This design comes from an exercise in tuning for small area, a short achievable clock period and few clock cycles per item on the open sky130 flow, not from production work.
At most, simulation tests tie the RTL to the original design; equivalence was not proved.

==> 03-26 <==
// lattice_fermion_hop_sign
module lattice_fermion_hop_sign #(
    parameter int SITES         = 64,
    parameter int MAX_PARTICLES = 64
) (
    input  logic             clk,
    input  logic             rst_n,
    input  logic             in_valid,
    output logic             in_stall,
    input  lfhs_pkg::in_item_t  in_data,
    output logic             out_valid,
    input  logic             out_stall,
    output lfhs_pkg::out_item_t out_data,
    input  logic             cfg_write,
    input  logic             cfg_index,
    input  logic [lfhs_pkg::CFG_W-1:0] cfg_data
);
    localparam int NS  = 64;
    localparam int SW  = 6;
    localparam int CW  = lfhs_pkg::CNT_W;
    localparam int QD  = 5;
    localparam int PMX = 6;
    logic                 in_accept;
    logic                 r1_v;
    lfhs_pkg::in_item_t   r1_d;
    logic [7:0]           r1_row;
    logic [15:0]          r1_col;
    logic                 r2_v;
    logic                 r2_sp;
    logic                 r2_hop;
    logic [SW-1:0]        r2_p;
    logic [SW-1:0]        r2_s;
    logic [SW-1:0]        r2_o;
    logic                 r2_fm;
    logic [SW-1:0]        r2_fv;
    logic                 r2_m;
    logic                 r2_occ_up;
    logic                 r2_occ_dn;
    logic                 r3_v;
    logic                 r3_chg;
    logic                 r3_sp;
    logic                 r3_hop;
    logic [SW-1:0]        r3_s;
    logic [SW-1:0]        r3_o;
    logic [NS-1:0]        r3_mask;
    logic                 r3_corr;
    logic                 r3_occ_up;
    logic                 r3_occ_dn;
  ...
clock: 5.0 ns
lec_check: 0
cap_margin: 20
core_margin: 2
core_utilization: 60
cts_cluster_diameter: 60
cts_cluster_size: 25
setup_slack_margin: 2.5
slew_margin: 20
tns_end_percent: 5
run.sh (not shown) runs the stock make flow with config.mk's settings and CLKGATE_MAP_FILE= SYNTH_SCRIPT=/design/flow/synth_recipe.tcl, a recipe that flattens the netlist after the stock synthesis.
==> 01-17: changes against 03-26 <==
--- a/flow/design.v
+++ b/flow/design.v
@@ -171,24 +171,12 @@
     logic [NS-1:0]        occ_up_reg;
     logic [NS-1:0]        occ_dn_reg;
     logic [CW-1:0]        created_up_reg;
     logic [CW-1:0]        created_dn_reg;
     logic [lfhs_pkg::CFG_W-1:0] lim_up_reg;
     logic [lfhs_pkg::CFG_W-1:0] lim_dn_reg;
-    logic [CW-1:0]        created_up_next;
-    logic [CW-1:0]        created_dn_next;
-    logic [lfhs_pkg::CFG_W-1:0] lim_up_next;
-    logic [lfhs_pkg::CFG_W-1:0] lim_dn_next;
-    logic                 inc_up;
-    logic                 inc_dn;
-    logic [2:0]           room_up;
-    logic [2:0]           room_dn;
-    logic                 full_up_reg;
-    logic                 full_dn_reg;
-    logic                 near_up_reg;
-    logic                 near_dn_reg;
     logic                 sign_reg;
     logic [5:0]           head_reg;
     logic                 head_v;
     logic [5:0]           q_mem [QD];
     logic [2:0]           q_wr;
     logic [2:0]           q_rd;
@@ -232,16 +220,12 @@
     logic                 b2_inc;
     logic                 b2_err_part;
     logic                 b2_err_lim;
     logic                 b2_busy;
     logic [CW-1:0]        b2_created_eff;
     logic [SW:0]          b2_waddr;
-    logic [SW-1:0]        b1_up_inc;
-    logic [SW-1:0]        b1_dn_inc;
-    logic                 b1_cr_eq;
-    logic                 b1_cr_eq_inc;
     logic                 c_change;
     logic                 c_par_up;
     logic                 c_par_dn;
     logic [NS-1:0]        c_set;
     logic [NS-1:0]        c_clr;
     logic                 d_flip;
@@ -301,28 +285,24 @@
     assign b1_fwd_c = r3_chg && (r3_waddr == {b1_sp, b1_p});
     assign b1_fwd_d = (|(r4_wrow & r1_row)) && (|(r4_wcol & r1_col));
     assign b1_up_raw = occ_up_reg[b1_s];
     assign b1_dn_raw = occ_dn_reg[b1_s];
     assign b1_c_set  = (r3_s == b1_s);
     assign b1_c_clr  = r3_hop && (r3_o == b1_s);
-    assign b1_up_inc    = created_up_reg[SW-1:0] + SW'(1);
-    assign b1_dn_inc    = created_dn_reg[SW-1:0] + SW'(1);
-    assign b1_cr_eq     = r2_sp ? (created_dn_reg[SW-1:0] == b1_p) : (created_up_reg[SW-1:0] == b1_p);
-    assign b1_cr_eq_inc = r2_sp ? (b1_dn_inc == b1_p) : (b1_up_inc == b1_p);
     always_ff @(posedge clk)
     begin
         r2_sp  <= b1_sp;
         r2_hop <= b1_hop;
         r2_p   <= b1_p;
         r2_s   <= b1_s;
         r2_o   <= b1_o_raw;
         r2_fm  <= b1_fwd_c || b1_fwd_d;
         r2_fv  <= b1_fwd_c ? r3_s : r4_s;
         r2_occ_up <= (c_change && !r3_sp) ? (b1_c_set || (b1_up_raw && !b1_c_clr)) : b1_up_raw;
         r2_occ_dn <= (c_change && r3_sp) ? (b1_c_set || (b1_dn_raw && !b1_c_clr)) : b1_dn_raw;
-        r2_m   <= (r2_sp == b1_sp) && (r2_hop ? (r2_p == b1_p) : (b2_inc ? b1_cr_eq_inc : b1_cr_eq));
+        r2_m   <= (b2_waddr == {b1_sp, b1_p});
     end
     assign b2_fwd = c_change && r2_m;
     assign b2_o   = b2_fwd ? r3_s : (r2_fm ? r2_fv : r2_o);
     always_comb
     begin
         for (int i = 0; i < NS; i++)
@@ -334,16 +314,16 @@
     assign b2_c_set  = (r3_s == r2_s);
     assign b2_c_clr  = r3_hop && (r3_o == r2_s);
     assign b2_occ_up = (c_change && !r3_sp) ? (b2_c_set || (r2_occ_up && !b2_c_clr)) : r2_occ_up;
     assign b2_occ_dn = (c_change && r3_sp) ? (b2_c_set || (r2_occ_dn && !b2_c_clr)) : r2_occ_dn;
     assign b2_created = r2_sp ? created_dn_reg : created_up_reg;
     assign b2_inc     = c_change && !r3_hop && (r3_sp == r2_sp);
-    assign b2_full_up = full_up_reg;
-    assign b2_full_dn = full_dn_reg;
-    assign b2_near_up = near_up_reg;
-    assign b2_near_dn = near_dn_reg;
+    assign b2_full_up = (created_up_reg >= lim_up_reg) || created_up_reg[6];
+    assign b2_full_dn = (created_dn_reg >= lim_dn_reg) || created_dn_reg[6];
+    assign b2_near_up = ({1'b0, created_up_reg} + 8'd1 >= {1'b0, lim_up_reg}) || (created_up_reg >= CW'(63));
+    assign b2_near_dn = ({1'b0, created_dn_reg} + 8'd1 >= {1'b0, lim_dn_reg}) || (created_dn_reg >= CW'(63));
     assign b2_ge_up   = ({1'b0, r2_p} >= created_up_reg);
     assign b2_ge_dn   = ({1'b0, r2_p} >= created_dn_reg);
     assign b2_gt_up   = ({1'b0, r2_p} > created_up_reg);
     assign b2_gt_dn   = ({1'b0, r2_p} > created_dn_reg);
     assign b2_err_part = r2_hop && (r2_sp ? (b2_inc ? b2_gt_dn : b2_ge_dn)
                                           : (b2_inc ? b2_gt_up : b2_ge_up));
@@ -408,45 +388,12 @@
     assign d_flip = r4_chg && (((!r4_sp || !r4_hop) && r4_par_up) ^ (r4_sp && r4_par_dn) ^ r4_corr);
     assign d_sign = sign_reg ^ d_flip;
     assign d_res  = {d_flip, d_sign,
                      r4_occ_dn || (r4_chg && r4_sp),
                      r4_occ_up || (r4_chg && !r4_sp),
                      r4_err_lim, r4_err_part};
-    assign inc_up          = c_change && !r3_hop && !r3_sp;
-    assign inc_dn          = c_change && !r3_hop && r3_sp;
-    assign created_up_next = created_up_reg + {{(CW-1){1'b0}}, inc_up};
-    assign created_dn_next = created_dn_reg + {{(CW-1){1'b0}}, inc_dn};
-    always_comb
-    begin
-        for (int k = 0; k < 3; k++)
-        begin
-            room_up[k] = ({1'b0, created_up_reg} + 8'(k) >= {1'b0, lim_up_next}) ||
-                         ({1'b0, created_up_reg} + 8'(k) >= 8'd64);
-            room_dn[k] = ({1'b0, created_dn_reg} + 8'(k) >= {1'b0, lim_dn_next}) ||
-                         ({1'b0, created_dn_reg} + 8'(k) >= 8'd64);
-        end
-    end
-    assign lim_up_next     = (cfg_write && (cfg_index == lfhs_pkg::CFG_UP_LIMIT)) ? cfg_data : lim_up_reg;
-    assign lim_dn_next     = (cfg_write && (cfg_index == lfhs_pkg::CFG_DOWN_LIMIT)) ? cfg_data : lim_dn_reg;
-    always_ff @(posedge clk or negedge rst_n)
-    begin
-        if (!rst_n)
-        begin
-            full_up_reg <= 1'b1;
-            full_dn_reg <= 1'b1;
-            near_up_reg <= 1'b1;
-            near_dn_reg <= 1'b1;
-        end
-        else
-        begin
-            full_up_reg <= inc_up ? room_up[1] : room_up[0];
-            full_dn_reg <= inc_dn ? room_dn[1] : room_dn[0];
-            near_up_reg <= inc_up ? room_up[2] : room_up[1];
-            near_dn_reg <= inc_dn ? room_dn[2] : room_dn[1];
-        end
-    end
     always_ff @(posedge clk or negedge rst_n)
     begin
         if (!rst_n)
         begin
             occ_up_reg     <= '0;
             occ_dn_reg     <= '0;
@@ -464,16 +411,28 @@
                 occ_dn_reg <= (occ_dn_reg & ~c_clr) | c_set;
             end
             else
             begin
                 occ_up_reg <= (occ_up_reg & ~c_clr) | c_set;
             end
-            created_up_reg <= created_up_next;
-            created_dn_reg <= created_dn_next;
-            lim_up_reg     <= lim_up_next;
-            lim_dn_reg     <= lim_dn_next;
+            if (c_change && !r3_hop && r3_sp)
+            begin
+                created_dn_reg <= created_dn_reg + CW'(1);
+            end
+            if (c_change && !r3_hop && !r3_sp)
+            begin
+                created_up_reg <= created_up_reg + CW'(1);
+            end
+            if (cfg_write && (cfg_index == lfhs_pkg::CFG_UP_LIMIT))
+            begin
+                lim_up_reg <= cfg_data;
+            end
+            if (cfg_write && (cfg_index == lfhs_pkg::CFG_DOWN_LIMIT))
+            begin
+                lim_dn_reg <= cfg_data;
+            end
         end
     end
     assign out_take  = head_v && !out_stall;
     assign head_free = !head_v || !out_stall;
     assign q_some    = (q_cnt != 3'd0);
     assign q_pop     = head_free && q_some;
- TNS_END_PERCENT: 5 -> not set
==> flow_summary.yaml <==
layout:
  drive_above_1_share: 0.0989
  final_cells: 4441
  stdcell_area_um2: 51700
floorplan:
  rows: 102
setup_path:
  arrival_ns: 3.12
  critPathCapture: "r3_chg"
run_status:
  status: "finished clean"
synthesis:
  synthesis.area_um2: 47100
  synthTopCellsByCount: "edfxtp_1 (804), o21ai_0 (352), nand2_1 (235)"
(the above is from 01-17)
==> flow_summary.yaml <==
layout:
  multi_input_area_um2: 14600
  drive_above_1_share: 0.102
  num-nets-final: 3510
  stdcell_area_um2: 52600
setup_path:
  critPathCapture: "r2_o[1]"
  arrival_ns: 3.24
  crit_path_frequent_cell: "nand4_1"
global_route:
  grt_pass1_wl_mm: 204
run_status:
  status: "finished clean"
synthesis:
  synthTopCellsByCount: "edfxtp_1 (804), o21ai_0 (342), nand2_1 (243)"
floorplan:
  fp.dieW_um: 286
  rows: 103
(the above is from 03-26)
Testbench counts of 03-26, summed over its fixed seeds: cycles 9,640, items 9,600.
Testbench counts of 01-17, summed over its fixed seeds: cycles 9,640, items 9,600.

* * *

==> inputs of 10-19 <==
==> flow/design.v <==
package lfhs_pkg;
    localparam int MODE_W = 2;
    localparam int IDX_W  = 6;
    localparam int CFG_W  = 7;
    localparam int CNT_W  = 7;
    localparam int OCC_W  = 2;
    localparam int ERR_W  = 2;
    localparam int ADDR_SPAN = 64;
    typedef enum logic [MODE_W-1:0] {
        MODE_HOP_UP      = 2'd0,
        MODE_HOP_DOWN    = 2'd1,
        MODE_CREATE_UP   = 2'd2,
        MODE_CREATE_DOWN = 2'd3
    } mode_t;
    typedef enum logic [ERR_W-1:0] {
        ERR_NONE     = 2'd0,
        ERR_PARTICLE = 2'd1,
        ERR_LIMIT    = 2'd2
    } err_t;
    localparam logic CFG_UP_LIMIT   = 1'b0;
    localparam logic CFG_DOWN_LIMIT = 1'b1;
    typedef enum logic [2:0] {
        ST_IDLE,
        ST_LOOKUP,
        ST_SCAN,
        ST_UPDATE,
        ST_DONE
    } state_t;
    typedef struct packed {
        logic [MODE_W-1:0] mode;
        logic [IDX_W-1:0]  particle;
        logic [IDX_W-1:0]  site;
    } in_item_t;
    typedef struct packed {
        logic              step_parity;
        logic              sign_negative;
        logic [OCC_W-1:0]  dest_occupancy;
        logic [ERR_W-1:0]  error;
    } out_item_t;
    typedef struct packed {
        logic             start;
        logic [CNT_W-1:0] lo;
        logic [CNT_W-1:0] hi;
    } scan_cmd_t;
    typedef struct packed {
        logic done;
        logic parity;
    } scan_res_t;
endpackage
module lfhs_ram #(
    parameter int WIDTH = 6,
    parameter int ROWS  = 8,
    parameter int COLS  = 16
) (
    input  logic                             clk,
    input  logic                             wr_en,
    input  logic [$clog2(ROWS*COLS)-1:0]     wr_addr,
    input  logic [WIDTH-1:0]                 wr_data,
    input  logic [ROWS-1:0]                  rd_row,
    input  logic [COLS-1:0]                  rd_col,
    output logic [WIDTH-1:0]                 rd_data
);
    logic [WIDTH-1:0] mem_reg [ROWS*COLS];
    logic [WIDTH-1:0] row_data [ROWS];
    always_ff @(posedge clk)
    begin
        if (wr_en)
        begin
            mem_reg[wr_addr] <= wr_data;
        end
    end
    always_comb
    begin
        for (int r = 0; r < ROWS; r++)
        begin
            row_data[r] = '0;
            for (int c = 0; c < COLS; c++)
            begin
                row_data[r] = row_data[r] | (mem_reg[r*COLS+c] & {WIDTH{rd_col[c]}});
            end
        end
        rd_data = '0;
        for (int r = 0; r < ROWS; r++)
        begin
            rd_data = rd_data | (row_data[r] & {WIDTH{rd_row[r]}});
        end
    end
endmodule
module lfhs_scan #(
    parameter int SITE_CNT = 64
) (
    input  logic [SITE_CNT-1:0] mask,
    input  logic [SITE_CNT-1:0] map_a,
    input  logic [SITE_CNT-1:0] map_b,
    output logic                par_a,
    output logic                par_b
);
    assign par_a = ^(map_a & mask);
    assign par_b = ^(map_b & mask);
endmodule
module lattice_fermion_hop_sign #(
    parameter int SITES         = 64,
    parameter int MAX_PARTICLES = 64
) (
    input  logic             clk,
    input  logic             rst_n,
    input  logic             in_valid,
    output logic             in_stall,
    input  lfhs_pkg::in_item_t  in_data,
    output logic             out_valid,
    input  logic             out_stall,
    output lfhs_pkg::out_item_t out_data,
    input  logic             cfg_write,
    input  logic             cfg_index,
    input  logic [lfhs_pkg::CFG_W-1:0] cfg_data
);
    localparam int NS  = 64;
    localparam int SW  = 6;
    localparam int CW  = lfhs_pkg::CNT_W;
    localparam int QD  = 4;
    localparam int PMX = 5;
    logic                 in_accept;
    logic                 r1_v;
    lfhs_pkg::in_item_t   r1_d;
    logic [7:0]           r1_row;
    logic [15:0]          r1_col;
    logic                 r2_v;
    logic                 r2_sp;
    logic                 r2_hop;
    logic [SW-1:0]        r2_p;
    logic [SW-1:0]        r2_s;
    logic [SW-1:0]        r2_o;
    logic                 r3_v;
    logic                 r3_sp;
    logic                 r3_hop;
    logic [SW-1:0]        r3_p;
    logic [SW-1:0]        r3_s;
    logic [SW-1:0]        r3_o;
    logic [NS-1:0]        r3_mask;
    logic                 r3_corr;
    logic                 r3_occ_up;
    logic                 r3_occ_dn;
    logic                 r3_err_part;
    logic                 r3_err_lim;
    logic [NS-1:0]        occ_up_reg;
    logic [NS-1:0]        occ_dn_reg;
    logic [CW-1:0]        created_up_reg;
    logic [CW-1:0]        created_dn_reg;
    logic [lfhs_pkg::CFG_W-1:0] lim_up_reg;
    logic [lfhs_pkg::CFG_W-1:0] lim_dn_reg;
    logic                 sign_reg;
    logic [5:0]           head_reg;
    logic                 head_v;
    logic [5:0]           q_mem [QD];
    logic [1:0]           q_wr;
    logic [1:0]           q_rd;
    logic [2:0]           q_cnt;
    logic [2:0]           pend;
    logic [2:0]           pend_next;
    logic                 stall_reg;
    logic                 out_take;
    logic                 head_free;
    logic                 q_some;
    logic                 q_push;
    logic                 q_pop;
    logic                 b1_sp;
    logic                 b1_hop;
    logic [SW-1:0]        b1_p;
    logic [SW-1:0]        b1_s;
    logic [SW-1:0]        b1_o_raw;
    logic                 b1_fwd;
    logic                 b2_fwd;
    logic [SW-1:0]        b2_o;
    logic [NS-1:0]        b2_th_o;
    logic [NS-1:0]        b2_th_s;
    logic                 b2_up_raw;
    logic                 b2_dn_raw;
    logic                 b2_c_set;
    logic                 b2_c_clr;
    logic                 b2_occ_up;
    logic                 b2_occ_dn;
    logic [CW-1:0]        b2_created;
    logic [lfhs_pkg::CFG_W-1:0] b2_lim;
    logic                 b2_inc;
    logic                 b2_err_part;
    logic                 b2_err_lim;
    logic [CW-1:0]        c_created;
    logic                 c_busy;
    logic                 c_change;
    logic                 c_par_up;
    logic                 c_par_dn;
    logic                 c_flip;
    logic                 c_sign;
    logic [SW:0]          c_waddr;
    logic [5:0]           c_res;
    assign in_accept = in_valid && !stall_reg;
    always_ff @(posedge clk or negedge rst_n)
    begin
        if (!rst_n)
        begin
            r1_v <= 1'b0;
            r2_v <= 1'b0;
            r3_v <= 1'b0;
        end
        else
        begin
            r1_v <= in_accept;
            r2_v <= r1_v;
            r3_v <= r2_v;
        end
    end
    always_ff @(posedge clk)
    begin
        r1_d <= in_data;
        for (int i = 0; i < 8; i++)
        begin
            r1_row[i] <= ({in_data.mode[0], in_data.particle[5:4]} == 3'(i));
        end
        for (int i = 0; i < 16; i++)
        begin
            r1_col[i] <= (in_data.particle[3:0] == 4'(i));
        end
    end
    assign b1_sp  = r1_d.mode[0];
    assign b1_hop = !r1_d.mode[1];
    assign b1_p   = r1_d.particle;
    assign b1_s   = r1_d.site;
    lfhs_ram #(
        .WIDTH (SW),
        .ROWS  (8),
        .COLS  (16)
    ) u_site_list (
        .clk     (clk),
        .wr_en   (c_change),
        .wr_addr (c_waddr),
        .wr_data (r3_s),
        .rd_row  (r1_row),
        .rd_col  (r1_col),
        .rd_data (b1_o_raw)
    );
    assign b1_fwd = c_change && (c_waddr == {b1_sp, b1_p});
    always_ff @(posedge clk)
    begin
        r2_sp  <= b1_sp;
        r2_hop <= b1_hop;
        r2_p   <= b1_p;
        r2_s   <= b1_s;
        r2_o   <= b1_fwd ? r3_s : b1_o_raw;
    end
    assign b2_fwd = c_change && (c_waddr == {r2_sp, r2_p});
    assign b2_o   = b2_fwd ? r3_s : r2_o;
    always_comb
    begin
        for (int i = 0; i < NS; i++)
        begin
            b2_th_o[i] = (i < int'(b2_o));
            b2_th_s[i] = (i < int'(r2_s));
        end
    end
    assign b2_up_raw = occ_up_reg[r2_s];
    assign b2_dn_raw = occ_dn_reg[r2_s];
    assign b2_c_set  = (r3_s == r2_s);
    assign b2_c_clr  = r3_hop && (r3_o == r2_s);
    assign b2_occ_up = (c_change && !r3_sp) ? (b2_c_set || (b2_up_raw && !b2_c_clr)) : b2_up_raw;
    assign b2_occ_dn = (c_change && r3_sp) ? (b2_c_set || (b2_dn_raw && !b2_c_clr)) : b2_dn_raw;
    assign b2_created = r2_sp ? created_dn_reg : created_up_reg;
    assign b2_lim     = r2_sp ? lim_dn_reg : lim_up_reg;
    assign b2_inc     = c_change && !r3_hop && (r3_sp == r2_sp);
    assign b2_err_part = r2_hop && (b2_inc ? ({1'b0, r2_p} > b2_created)
                                          : ({1'b0, r2_p} >= b2_created));
    assign b2_err_lim  = !r2_hop && (b2_inc ? (({1'b0, b2_created} + 8'd1 >= {1'b0, b2_lim}) ||
                                               (b2_created >= CW'(63)))
                                            : ((b2_created >= b2_lim) || b2_created[6]));
    always_ff @(posedge clk)
    begin
        r3_sp       <= r2_sp;
        r3_hop      <= r2_hop;
        r3_p        <= r2_p;
        r3_s        <= r2_s;
        r3_o        <= b2_o;
        r3_mask     <= r2_hop ? (b2_th_o ^ b2_th_s) : b2_th_s;
        r3_corr     <= r2_hop && (b2_o < r2_s);
        r3_occ_up   <= b2_occ_up;
        r3_occ_dn   <= b2_occ_dn;
        r3_err_part <= b2_err_part;
        r3_err_lim  <= b2_err_lim;
    end
    assign c_created = r3_sp ? created_dn_reg : created_up_reg;
    assign c_busy    = r3_sp ? r3_occ_dn : r3_occ_up;
    assign c_change  = r3_v && !c_busy && !r3_err_part && !r3_err_lim;
    assign c_waddr   = {r3_sp, r3_hop ? r3_p : c_created[SW-1:0]};
    lfhs_scan #(
        .SITE_CNT (NS)
    ) u_parity (
        .mask  (r3_mask),
        .map_a (occ_up_reg),
        .map_b (occ_dn_reg),
        .par_a (c_par_up),
        .par_b (c_par_dn)
    );
    assign c_flip = c_change && (((!r3_sp || !r3_hop) && c_par_up) ^ (r3_sp && c_par_dn) ^ r3_corr);
    assign c_sign = sign_reg ^ c_flip;
    assign c_res  = {c_flip, c_sign,
                     r3_occ_dn || (c_change && r3_sp),
                     r3_occ_up || (c_change && !r3_sp),
                     r3_err_lim, r3_err_part};
    always_ff @(posedge clk or negedge rst_n)
    begin
        if (!rst_n)
        begin
            occ_up_reg     <= '0;
            occ_dn_reg     <= '0;
            created_up_reg <= '0;
            created_dn_reg <= '0;
            lim_up_reg     <= '0;
            lim_dn_reg     <= '0;
            sign_reg       <= 1'b0;
        end
        else
        begin
            sign_reg <= c_sign;
            if (c_change)
            begin
                if (r3_sp)
                begin
                    if (r3_hop)
                    begin
                        occ_dn_reg[r3_o] <= 1'b0;
                    end
                    else
                    begin
                        created_dn_reg <= created_dn_reg + CW'(1);
                    end
                    occ_dn_reg[r3_s] <= 1'b1;
                end
                else
                begin
                    if (r3_hop)
                    begin
                        occ_up_reg[r3_o] <= 1'b0;
                    end
                    else
                    begin
                        created_up_reg <= created_up_reg + CW'(1);
                    end
                    occ_up_reg[r3_s] <= 1'b1;
                end
            end
            if (cfg_write && (cfg_index == lfhs_pkg::CFG_UP_LIMIT))
            begin
                lim_up_reg <= cfg_data;
            end
            if (cfg_write && (cfg_index == lfhs_pkg::CFG_DOWN_LIMIT))
            begin
                lim_dn_reg <= cfg_data;
            end
        end
    end
    assign out_take  = head_v && !out_stall;
    assign head_free = !head_v || !out_stall;
    assign q_some    = (q_cnt != 3'd0);
    assign q_pop     = head_free && q_some;
    assign q_push    = r3_v && (!head_free || q_some);
    always_ff @(posedge clk)
    begin
        if (q_push)
        begin
            q_mem[q_wr] <= c_res;
        end
        if (head_free)
        begin
            head_reg <= q_some ? q_mem[q_rd] : c_res;
        end
    end
    assign pend_next = pend + {2'b00, in_accept} - {2'b00, out_take};
    always_ff @(posedge clk or negedge rst_n)
    begin
        if (!rst_n)
        begin
            head_v    <= 1'b0;
            q_wr      <= '0;
            q_rd      <= '0;
            q_cnt     <= '0;
            pend      <= '0;
            stall_reg <= 1'b0;
        end
        else
        begin
            if (head_free)
            begin
                head_v <= q_some || r3_v;
            end
            if (q_push)
            begin
                q_wr <= q_wr + 2'd1;
            end
            if (q_pop)
            begin
                q_rd <= q_rd + 2'd1;
            end
            q_cnt     <= q_cnt + {2'b00, q_push} - {2'b00, q_pop};
            pend      <= pend_next;
            stall_reg <= (pend_next >= 3'(PMX));
        end
    end
    assign in_stall  = stall_reg;
    assign out_valid = head_v;
    assign out_data  = head_reg;
endmodule
==> flow/run.sh <==
#!/bin/bash
# synth_recipe.tcl (not shown) runs the flow's synth.tcl, then flattens the netlist and writes it again
# the make line also repeats each setting of config.mk as NAME=value (left out here)
make -C /OpenROAD-flow-scripts/flow DESIGN_CONFIG=/design/flow/config.mk WORK_HOME=/design/flow/orfs CLKGATE_MAP_FILE= SYNTH_SCRIPT=/design/flow/synth_recipe.tcl finish
==> flow/config.mk <==
export PLATFORM = sky130hd
export DESIGN_NAME = lattice_fermion_hop_sign
export DESIGN_NICKNAME = lattice_fermion_hop_sign
export VERILOG_FILES = /design/flow/design.v
export SDC_FILE = /design/flow/constraint.sdc
export NUM_CORES = 4
export LEC_CHECK = 0
export CAP_MARGIN = 20
export CORE_MARGIN = 2
export CORE_UTILIZATION = 40
export SLEW_MARGIN = 20
==> flow/constraint.sdc <==
create_clock -name core_clock -period 5.0 [get_ports {clk}]
set_input_delay 1.0000 -clock core_clock [delete_from_list [all_inputs] [get_ports {clk}]]
set_output_delay 1.0000 -clock core_clock [all_outputs]
set_load 0.01 [all_outputs]
==> 12-03 (differences from 10-19) <==
==> flow/design.v, changed modules only <==
module lattice_fermion_hop_sign #(
    parameter int SITES         = 64,
    parameter int MAX_PARTICLES = 64
) (
    input  logic             clk,
    input  logic             rst_n,
    input  logic             in_valid,
    output logic             in_stall,
    input  lfhs_pkg::in_item_t  in_data,
    output logic             out_valid,
    input  logic             out_stall,
    output lfhs_pkg::out_item_t out_data,
    input  logic             cfg_write,
    input  logic             cfg_index,
    input  logic [lfhs_pkg::CFG_W-1:0] cfg_data
);
    localparam int NS  = 64;
    localparam int SW  = 6;
    localparam int CW  = lfhs_pkg::CNT_W;
    localparam int QD  = 5;
    localparam int PMX = 6;
    logic                 in_accept;
    logic                 r1_v;
    lfhs_pkg::in_item_t   r1_d;
    logic [7:0]           r1_row;
    logic [15:0]          r1_col;
    logic                 r2_v;
    logic                 r2_sp;
    logic                 r2_hop;
    logic [SW-1:0]        r2_p;
    logic [SW-1:0]        r2_s;
    logic [SW-1:0]        r2_o;
    logic                 r2_m;
    logic                 r3_v;
    logic                 r3_chg;
    logic                 r3_sp;
    logic                 r3_hop;
    logic [SW-1:0]        r3_s;
    logic [SW-1:0]        r3_o;
    logic [NS-1:0]        r3_mask;
    logic                 r3_corr;
    logic                 r3_occ_up;
    logic                 r3_occ_dn;
    logic                 r3_err_part;
    logic                 r3_err_lim;
    logic [SW:0]          r3_waddr;
    logic                 r4_v;
    logic                 r4_chg;
    logic                 r4_sp;
    logic                 r4_hop;
    logic                 r4_corr;
    logic                 r4_par_up;
    logic                 r4_par_dn;
    logic                 r4_occ_up;
    logic                 r4_occ_dn;
    logic                 r4_err_part;
    logic                 r4_err_lim;
    logic [NS-1:0]        occ_up_reg;
    logic [NS-1:0]        occ_dn_reg;
    logic [CW-1:0]        created_up_reg;
    logic [CW-1:0]        created_dn_reg;
    logic [lfhs_pkg::CFG_W-1:0] lim_up_reg;
    logic [lfhs_pkg::CFG_W-1:0] lim_dn_reg;
    logic                 sign_reg;
    logic [5:0]           head_reg;
    logic                 head_v;
    logic [5:0]           q_mem [QD];
    logic [2:0]           q_wr;
    logic [2:0]           q_rd;
    logic [2:0]           q_cnt;
    logic [2:0]           pend;
    logic [2:0]           pend_next;
    logic                 stall_reg;
    logic                 out_take;
    logic                 head_free;
    logic                 q_some;
    logic                 q_push;
    logic                 q_pop;
    logic                 b1_sp;
    logic                 b1_hop;
    logic [SW-1:0]        b1_p;
    logic [SW-1:0]        b1_s;
    logic [SW-1:0]        b1_o_raw;
    logic                 b1_fwd;
    logic                 b2_fwd;
    logic [SW-1:0]        b2_o;
    logic [NS-1:0]        b2_th_o;
    logic [NS-1:0]        b2_th_s;
    logic                 b2_up_raw;
    logic                 b2_dn_raw;
    logic                 b2_c_set;
    logic                 b2_c_clr;
    logic                 b2_occ_up;
    logic                 b2_occ_dn;
    logic [CW-1:0]        b2_created;
    logic [lfhs_pkg::CFG_W-1:0] b2_lim;
    logic                 b2_inc;
    logic                 b2_err_part;
    logic                 b2_err_lim;
    logic                 b2_busy;
    logic [CW-1:0]        b2_created_eff;
    logic [SW:0]          b2_waddr;
    logic                 c_change;
    logic                 c_par_up;
    logic                 c_par_dn;
    logic [SW:0]          c_waddr;
    logic                 d_flip;
    logic                 d_sign;
    logic [5:0]           d_res;
    assign in_accept = in_valid && !stall_reg;
    always_ff @(posedge clk or negedge rst_n)
    begin
        if (!rst_n)
        begin
            r1_v <= 1'b0;
            r2_v <= 1'b0;
            r3_v <= 1'b0;
            r4_v <= 1'b0;
            r3_chg <= 1'b0;
            r4_chg <= 1'b0;
        end
        else
        begin
            r1_v <= in_accept;
            r2_v <= r1_v;
            r3_v <= r2_v;
            r4_v <= r3_v;
            r3_chg <= r2_v && !b2_busy && !b2_err_part && !b2_err_lim;
            r4_chg <= r3_chg;
        end
    end
    always_ff @(posedge clk)
    begin
        r1_d <= in_data;
        for (int i = 0; i < 8; i++)
        begin
            r1_row[i] <= ({in_data.mode[0], in_data.particle[5:4]} == 3'(i));
        end
        for (int i = 0; i < 16; i++)
        begin
            r1_col[i] <= (in_data.particle[3:0] == 4'(i));
        end
    end
    assign b1_sp  = r1_d.mode[0];
    assign b1_hop = !r1_d.mode[1];
    assign b1_p   = r1_d.particle;
    assign b1_s   = r1_d.site;
    lfhs_ram #(
        .WIDTH (SW),
        .ROWS  (8),
        .COLS  (16)
    ) u_site_list (
        .clk     (clk),
        .wr_en   (c_change),
        .wr_addr (c_waddr),
        .wr_data (r3_s),
        .rd_row  (r1_row),
        .rd_col  (r1_col),
        .rd_data (b1_o_raw)
    );
    assign b1_fwd = c_change && (c_waddr == {b1_sp, b1_p});
    always_ff @(posedge clk)
    begin
        r2_sp  <= b1_sp;
        r2_hop <= b1_hop;
        r2_p   <= b1_p;
        r2_s   <= b1_s;
        r2_o   <= b1_fwd ? r3_s : b1_o_raw;
        r2_m   <= (b2_waddr == {b1_sp, b1_p});
    end
    assign b2_fwd = c_change && r2_m;
    assign b2_o   = b2_fwd ? r3_s : r2_o;
    always_comb
    begin
        for (int i = 0; i < NS; i++)
        begin
            b2_th_o[i] = (i < int'(b2_o));
            b2_th_s[i] = (i < int'(r2_s));
        end
    end
    assign b2_up_raw = occ_up_reg[r2_s];
    assign b2_dn_raw = occ_dn_reg[r2_s];
    assign b2_c_set  = (r3_s == r2_s);
    assign b2_c_clr  = r3_hop && (r3_o == r2_s);
    assign b2_occ_up = (c_change && !r3_sp) ? (b2_c_set || (b2_up_raw && !b2_c_clr)) : b2_up_raw;
    assign b2_occ_dn = (c_change && r3_sp) ? (b2_c_set || (b2_dn_raw && !b2_c_clr)) : b2_dn_raw;
    assign b2_created = r2_sp ? created_dn_reg : created_up_reg;
    assign b2_lim     = r2_sp ? lim_dn_reg : lim_up_reg;
    assign b2_inc     = c_change && !r3_hop && (r3_sp == r2_sp);
    assign b2_err_part = r2_hop && (b2_inc ? ({1'b0, r2_p} > b2_created)
                                          : ({1'b0, r2_p} >= b2_created));
    assign b2_err_lim  = !r2_hop && (b2_inc ? (({1'b0, b2_created} + 8'd1 >= {1'b0, b2_lim}) ||
                                               (b2_created >= CW'(63)))
                                            : ((b2_created >= b2_lim) || b2_created[6]));
    assign b2_busy = r2_sp ? b2_occ_dn : b2_occ_up;
    assign b2_created_eff = b2_created + {{(CW-1){1'b0}}, b2_inc};
    assign b2_waddr       = {r2_sp, r2_hop ? r2_p : b2_created_eff[SW-1:0]};
    always_ff @(posedge clk)
    begin
        r3_waddr    <= b2_waddr;
        r3_sp       <= r2_sp;
        r3_hop      <= r2_hop;
        r3_s        <= r2_s;
        r3_o        <= b2_o;
        r3_mask     <= r2_hop ? (b2_th_o ^ b2_th_s) : b2_th_s;
        r3_corr     <= r2_hop && (b2_o < r2_s);
        r3_occ_up   <= b2_occ_up;
        r3_occ_dn   <= b2_occ_dn;
        r3_err_part <= b2_err_part;
        r3_err_lim  <= b2_err_lim;
    end
    assign c_change  = r3_chg;
    assign c_waddr   = r3_waddr;
    lfhs_scan #(
        .SITE_CNT (NS)
    ) u_parity (
        .mask  (r3_mask),
        .map_a (occ_up_reg),
        .map_b (occ_dn_reg),
        .par_a (c_par_up),
        .par_b (c_par_dn)
    );
    always_ff @(posedge clk)
    begin
        r4_sp       <= r3_sp;
        r4_hop      <= r3_hop;
        r4_corr     <= r3_corr;
        r4_par_up   <= c_par_up;
        r4_par_dn   <= c_par_dn;
        r4_occ_up   <= r3_occ_up;
        r4_occ_dn   <= r3_occ_dn;
        r4_err_part <= r3_err_part;
        r4_err_lim  <= r3_err_lim;
    end
    assign d_flip = r4_chg && (((!r4_sp || !r4_hop) && r4_par_up) ^ (r4_sp && r4_par_dn) ^ r4_corr);
    assign d_sign = sign_reg ^ d_flip;
    assign d_res  = {d_flip, d_sign,
                     r4_occ_dn || (r4_chg && r4_sp),
                     r4_occ_up || (r4_chg && !r4_sp),
                     r4_err_lim, r4_err_part};
    always_ff @(posedge clk or negedge rst_n)
    begin
        if (!rst_n)
        begin
            occ_up_reg     <= '0;
            occ_dn_reg     <= '0;
            created_up_reg <= '0;
            created_dn_reg <= '0;
            lim_up_reg     <= '0;
            lim_dn_reg     <= '0;
            sign_reg       <= 1'b0;
        end
        else
        begin
            sign_reg <= d_sign;
            if (c_change)
            begin
                if (r3_sp)
                begin
                    if (r3_hop)
                    begin
                        occ_dn_reg[r3_o] <= 1'b0;
                    end
                    else
                    begin
                        created_dn_reg <= created_dn_reg + CW'(1);
                    end
                    occ_dn_reg[r3_s] <= 1'b1;
                end
                else
                begin
                    if (r3_hop)
                    begin
                        occ_up_reg[r3_o] <= 1'b0;
                    end
                    else
                    begin
                        created_up_reg <= created_up_reg + CW'(1);
                    end
                    occ_up_reg[r3_s] <= 1'b1;
                end
            end
            if (cfg_write && (cfg_index == lfhs_pkg::CFG_UP_LIMIT))
            begin
                lim_up_reg <= cfg_data;
            end
            if (cfg_write && (cfg_index == lfhs_pkg::CFG_DOWN_LIMIT))
            begin
                lim_dn_reg <= cfg_data;
            end
        end
    end
    assign out_take  = head_v && !out_stall;
    assign head_free = !head_v || !out_stall;
    assign q_some    = (q_cnt != 3'd0);
    assign q_pop     = head_free && q_some;
    assign q_push    = r4_v && (!head_free || q_some);
    always_ff @(posedge clk)
    begin
        if (q_push)
        begin
            q_mem[q_wr] <= d_res;
        end
        if (head_free)
        begin
            head_reg <= q_some ? q_mem[q_rd] : d_res;
        end
    end
    assign pend_next = pend + {2'b00, in_accept} - {2'b00, out_take};
    always_ff @(posedge clk or negedge rst_n)
    begin
        if (!rst_n)
        begin
            head_v    <= 1'b0;
            q_wr      <= '0;
            q_rd      <= '0;
            q_cnt     <= '0;
            pend      <= '0;
            stall_reg <= 1'b0;
        end
        else
        begin
            if (head_free)
            begin
                head_v <= q_some || r4_v;
            end
            if (q_push)
            begin
                q_wr <= (q_wr == 3'(QD - 1)) ? 3'd0 : q_wr + 3'd1;
            end
            if (q_pop)
            begin
                q_rd <= (q_rd == 3'(QD - 1)) ? 3'd0 : q_rd + 3'd1;
            end
            q_cnt     <= q_cnt + {2'b00, q_push} - {2'b00, q_pop};
            pend      <= pend_next;
            stall_reg <= (pend_next >= 3'(PMX));
        end
    end
    assign in_stall  = stall_reg;
    assign out_valid = head_v;
    assign out_data  = head_reg;
endmodule
Settings changed: CORE_UTILIZATION 40 to 70, SETUP_SLACK_MARGIN set to 2.5.
==> 09-22 (differences from 10-19) <==
--- a/flow/design.v
+++ b/flow/design.v
@@ -131,8 +131,8 @@
     logic [SW-1:0]        r2_s;
     logic [SW-1:0]        r2_o;
+    logic                 r2_m;
     logic                 r3_v;
     logic                 r3_sp;
     logic                 r3_hop;
-    logic [SW-1:0]        r3_p;
     logic [SW-1:0]        r3_s;
     logic [SW-1:0]        r3_o;
@@ -143,4 +143,5 @@
     logic                 r3_err_part;
     logic                 r3_err_lim;
+    logic [SW:0]          r3_waddr;
     logic [NS-1:0]        occ_up_reg;
     logic [NS-1:0]        occ_dn_reg;
@@ -185,5 +186,6 @@
     logic                 b2_err_part;
     logic                 b2_err_lim;
-    logic [CW-1:0]        c_created;
+    logic [CW-1:0]        b2_created_eff;
+    logic [SW:0]          b2_waddr;
     logic                 c_busy;
     logic                 c_change;
@@ -247,6 +249,7 @@
         r2_s   <= b1_s;
         r2_o   <= b1_fwd ? r3_s : b1_o_raw;
+        r2_m   <= (b2_waddr == {b1_sp, b1_p});
     end
-    assign b2_fwd = c_change && (c_waddr == {r2_sp, r2_p});
+    assign b2_fwd = c_change && r2_m;
     assign b2_o   = b2_fwd ? r3_s : r2_o;
     always_comb
@@ -272,9 +275,11 @@
                                                (b2_created >= CW'(63)))
                                             : ((b2_created >= b2_lim) || b2_created[6]));
+    assign b2_created_eff = b2_created + {{(CW-1){1'b0}}, b2_inc};
+    assign b2_waddr       = {r2_sp, r2_hop ? r2_p : b2_created_eff[SW-1:0]};
     always_ff @(posedge clk)
     begin
+        r3_waddr    <= b2_waddr;
         r3_sp       <= r2_sp;
         r3_hop      <= r2_hop;
-        r3_p        <= r2_p;
         r3_s        <= r2_s;
         r3_o        <= b2_o;
@@ -286,8 +291,7 @@
         r3_err_lim  <= b2_err_lim;
     end
-    assign c_created = r3_sp ? created_dn_reg : created_up_reg;
     assign c_busy    = r3_sp ? r3_occ_dn : r3_occ_up;
     assign c_change  = r3_v && !c_busy && !r3_err_part && !r3_err_lim;
-    assign c_waddr   = {r3_sp, r3_hop ? r3_p : c_created[SW-1:0]};
+    assign c_waddr   = r3_waddr;
     lfhs_scan #(
         .SITE_CNT (NS)
Settings changed: CORE_UTILIZATION 40 to 60, SETUP_SLACK_MARGIN set to 2.5.
==> impl_metrics.env <==
export IMPL_met3RoutedLength_um=23100
export IMPL_place_area_mm2=0.0468
export IMPL_yosys_cell_types_count=50
export IMPL_nMultiInputCombCells=1991
export IMPL_buffer_area_share_pct=5.02
export IMPL_finalClockSkew_ps=47.6
export IMPL_met1_usage_pct=56.2
export IMPL_status="timing/DRC/antenna clean"
export IMPL_wl_met1_um=58400
export IMPL_p_seq_share_pct=47.7
That was 09-22.
==> impl_metrics.env <==
export IMPL_nMultiInputCombCells=1928
export IMPL_met3RoutedLength_um=18700
export IMPL_status="timing/DRC/antenna clean"
export IMPL_finalClockSkew_ps=60.0
export IMPL_buffer_area_share_pct=3.11
export IMPL_p_seq_share_pct=49.8
export IMPL_met1_usage_pct=55.0
export IMPL_place_area_mm2=0.0468
export IMPL_yosys_cell_types_count=72
That was 12-03.
==> impl_metrics.env <==
export IMPL_crit_family="compound AO/OA/AOI/OAI gates"
export IMPL_buffer_area_share_pct=1.47
export IMPL_p_seq_share_pct=49.3
export IMPL_place_area_mm2=0.0470
export IMPL_hp_start="r1_d[1]$_DFF_P_"
export IMPL_finalClockSkew_ps=55.7
export IMPL_wl_met1_um=56000
export IMPL_yosys_cell_types_count=55
export IMPL_relSlewSlack_pct=23.8
export IMPL_post_route_cell_area_mm2=0.0507
export IMPL_met1_usage_pct=32.1
export IMPL_status="timing/DRC/antenna clean"
export IMPL_powerClk_mw=8.39
export IMPL_place_hpwl_um=91200
That was 10-19.
Testbench counts of 10-19, summed over its fixed seeds: cycles 9,632, items 9,600.
Testbench counts of 12-03, summed over its fixed seeds: cycles 9,640, items 9,600.
Function not checked in 09-22: the RTL went through the layout flow alone.

## separate check: timing with driven ports
No port has a modelled driver above. Below, the same layouts with a new extraction and two added sets of constraints. Step 1 assumes that a clkbuf_16 drives the clock port and a buf_2 every other input. Step 2 also shifts input and output timing later by t, the mid clock arrival at the registers, as if the neighbouring blocks saw the same clock. Three values: ideal, step 1, step 2; two values: the first two.
| run | t, ns | setup slack, ns | worst setup path at the end | slew at the worst register clock pin (ns) |
|---|---|---|---|---|
| 03-26 | 0.728 | 2.239 / 2.239 / 1.865 | input to register | 0.10 / 0.10 |
| 01-17 | 0.714 | 2.428 / 2.428 / 2.232 | input to register | 0.10 / 0.10 |
| 10-19 | 0.780 | 0.863 / 0.863 / 0.863 | register to register | 0.07 / 0.07 |
| 12-03 | 0.758 | 2.306 / 2.306 / 2.114 | input to register | 0.07 / 0.07 |
| 09-22 | 0.754 | 1.674 / 1.674 / 1.674 | register to register | 0.07 / 0.07 |
After both steps setup and hold are still met in every run listed. The setup slack of 03-26, which loses most, moves by 0.000 ns with the drivers and by -0.374 ns with both steps.
